Context: an optimization exercise on an open-source flow, tuned for small area, a short achievable clock period and few clock cycles per item. The choices shown serve that exercise and are no tape-out recipe.
In this exercise RTL edits were held to simulation tests only and were not proved equivalent to the original.
No activity file was given, so power comes from the tool's default toggle rates.

Setup of exp/violet:
Design mul_pipe, start of the top module:
module mul_pipe #(
  parameter int WIDTH  = 32,
  parameter int STAGES = 3,
  parameter int TAG_W  = 5
) (
  input  logic             clk,
  input  logic             resetn,
  input  logic             in_valid,
  output logic             in_ready,
  input  logic [WIDTH-1:0] a,
  input  logic [WIDTH-1:0] b,
  input  logic [1:0]       mul_type,
  input  logic [TAG_W-1:0] in_tag,
  input  logic             flush,
  output logic             out_valid,
  input  logic             out_ready,
  output logic [WIDTH-1:0] out_res,
  output logic [TAG_W-1:0] out_tag,
  output logic             busy
);
export LEC_CHECK = 0
export CAP_MARGIN = 20
export CORE_MARGIN = 2
export CORE_UTILIZATION = 55
export SLEW_MARGIN = 20
export SYNTH_HIERARCHICAL = 1
create_clock -name core_clock -period 12.0 [get_ports {clk}]
standard.sh (not shown) runs the stock make flow with config.mk's settings and CLKGATE_MAP_FILE= SYNTH_SCRIPT=/design/flow/synth_recipe.tcl, a recipe that flattens the netlist after the stock synthesis.
==> flow/flow/run.sh <==
#!/bin/bash
# Standard layout, with timing repair aiming 5.5 ns below the clock period
# (the constraints themselves are unchanged), and every port buffered with
# buf_1 instead of the default port buffer.
set -euo pipefail
export SETUP_SLACK_MARGIN=5.5
export BUFFER_PORTS_ARGS="-buffer_cell sky130_fd_sc_hd__buf_1"
bash standard.sh finish > standard.log 2>&1
exp/violet finished every stage and its layout cleared the timing, design-rule and antenna checks.
Testbench counts of exp/violet, summed over its fixed seeds: cycles 4,808, items 4,800.
--- input diff exp/violet..exp/nickel ---
==> flow/flow/run.sh <==
#!/bin/bash
# Standard layout, with timing repair aiming 5.25 ns below the clock period
# (the constraints themselves are unchanged), and every port buffered with
# buf_2 instead of the default port buffer.
set -euo pipefail
export SETUP_SLACK_MARGIN=5.25
export BUFFER_PORTS_ARGS="-buffer_cell sky130_fd_sc_hd__buf_2"
bash standard.sh finish > standard.log 2>&1
- Against exp/violet, DRC marker count from the first detailed-route iteration in exp/nickel rose by a few percent.
- Taking exp/violet as the reference point, the number of antenna violations at the first check in global routing of exp/nickel falls by 1.
- Compared with exp/violet, exp/nickel shows a final standard cell area without fillers that is about 1.2% lower.
- exp/violet vs exp/nickel, class of the most critical setup path: input port to register vs register to primary output
For exp/juniper, these inputs were changed with respect to exp/nickel:
-- flow/flow/run.sh --
<<< exp/nickel, line 2
# Standard layout, with timing repair aiming 5.25 ns below the clock period
>>> exp/juniper, line 2
# Standard layout, with timing repair aiming 5.5 ns below the clock period
<<< exp/nickel, line 6
export SETUP_SLACK_MARGIN=5.25
>>> exp/juniper, line 6
export SETUP_SLACK_MARGIN=5.5
==> comparison <==
Re area growth from synthesis to layout: exp/juniper is 0.56 points up on exp/nickel.
When exp/juniper is set beside exp/nickel, its setup slack turns out to be 0.20 ns larger.
For exp/nickel, the endpoint of the most critical setup path was out_res[15], unlike exp/juniper, where it was q1[35].
Summary of the comparison: wire length is higher in exp/juniper, relative to exp/nickel.

* * *

run 3:
mul_pipe again, from the RTL that the note above started with.
==> flow/config.mk <==
export PLATFORM = sky130hd
export DESIGN_NAME = mul_pipe
export DESIGN_NICKNAME = mul_pipe
export VERILOG_FILES = /design/flow/design.v
export SDC_FILE = /design/flow/constraint.sdc
export NUM_CORES = 4
export LEC_CHECK = 0
export CAP_MARGIN = 20
export CORE_MARGIN = 2
export CORE_UTILIZATION = 55
export SLEW_MARGIN = 20
export SYNTH_HIERARCHICAL = 1
==> flow/constraint.sdc <==
create_clock -name core_clock -period 12.0 [get_ports {clk}]
set_input_delay 2.4000 -clock core_clock [delete_from_list [all_inputs] [get_ports {clk}]]
set_output_delay 2.4000 -clock core_clock [all_outputs]
set_load 0.01 [all_outputs]
==> flow/flow/run.sh <==
#!/bin/bash
# Standard layout, with timing repair aiming 5.7 ns below the clock period
# (the constraints themselves are unchanged), and every port buffered with
# buf_2 instead of the default port buffer.
set -euo pipefail
export SETUP_SLACK_MARGIN=5.7
export BUFFER_PORTS_ARGS="-buffer_cell sky130_fd_sc_hd__buf_2"
bash standard.sh finish > standard.log 2>&1
Testbench counts of run 3, summed over its fixed seeds: cycles 4,808, items 4,800.
> inputs changed (run 3 -> run 5)
- a change of CORE_UTILIZATION from 55 to 40
==> flow/flow/run.sh <==
#!/bin/bash
# Standard layout, with timing repair aiming 6.0 ns below the clock period
# (the constraints themselves are unchanged), and every port buffered with
# buf_2 instead of the default port buffer.
set -euo pipefail
export SETUP_SLACK_MARGIN=6.0
export BUFFER_PORTS_ARGS="-buffer_cell sky130_fd_sc_hd__buf_2"
bash standard.sh finish > standard.log 2>&1
## What came out
- The setup slack of run 5 is larger than that of run 3.
- Taking run 3 as the reference, in run 5 core occupancy in the finished layout lost 13 points, HPWL after detailed placement moved up, post-route total power climbed about 6%.
- Comparing run 5 against run 3, there is no change at all in synthesized netlist cell count.
- Run 5 against run 3: switching power share of the total decreased by 0.81 points relative to the old numbers; wire length picked up an extra 3.4%; number of inserted filler cells in the final layout +1965.
- Run 5 finished all stages; the layout is clean.

## re-timing with driven ports
No port has a modelled driver above. Below, the same layouts with a new extraction and two added sets of constraints. Step 1 assumes that a clkbuf_16 drives the clock port and a buf_2 every other input. Step 2 also shifts input and output timing later by t, the mid clock arrival at the registers, as if the neighbouring blocks saw the same clock. Three values: ideal, step 1, step 2; two values: the first two.
run | shift t [ns] | slack for setup (ns) | worst data-port slew with drivers (ns)
exp/violet | 0.496 | 5.501 / 5.534 / 5.038 | 0.03
exp/nickel | 0.559 | 5.377 / 5.314 / 4.887 | 0.04
exp/juniper | 0.557 | 5.581 / 5.544 / 5.071 | 0.03
run 3 | 0.510 | 5.703 / 5.719 / 5.221 | 0.04
run 5 | 0.506 | 5.811 / 5.820 / 5.314 | 0.10
After both steps setup and hold are still met in every run listed. The setup slack of exp/juniper, which loses most, moves by -0.037 ns with the drivers and by -0.510 ns with both steps.
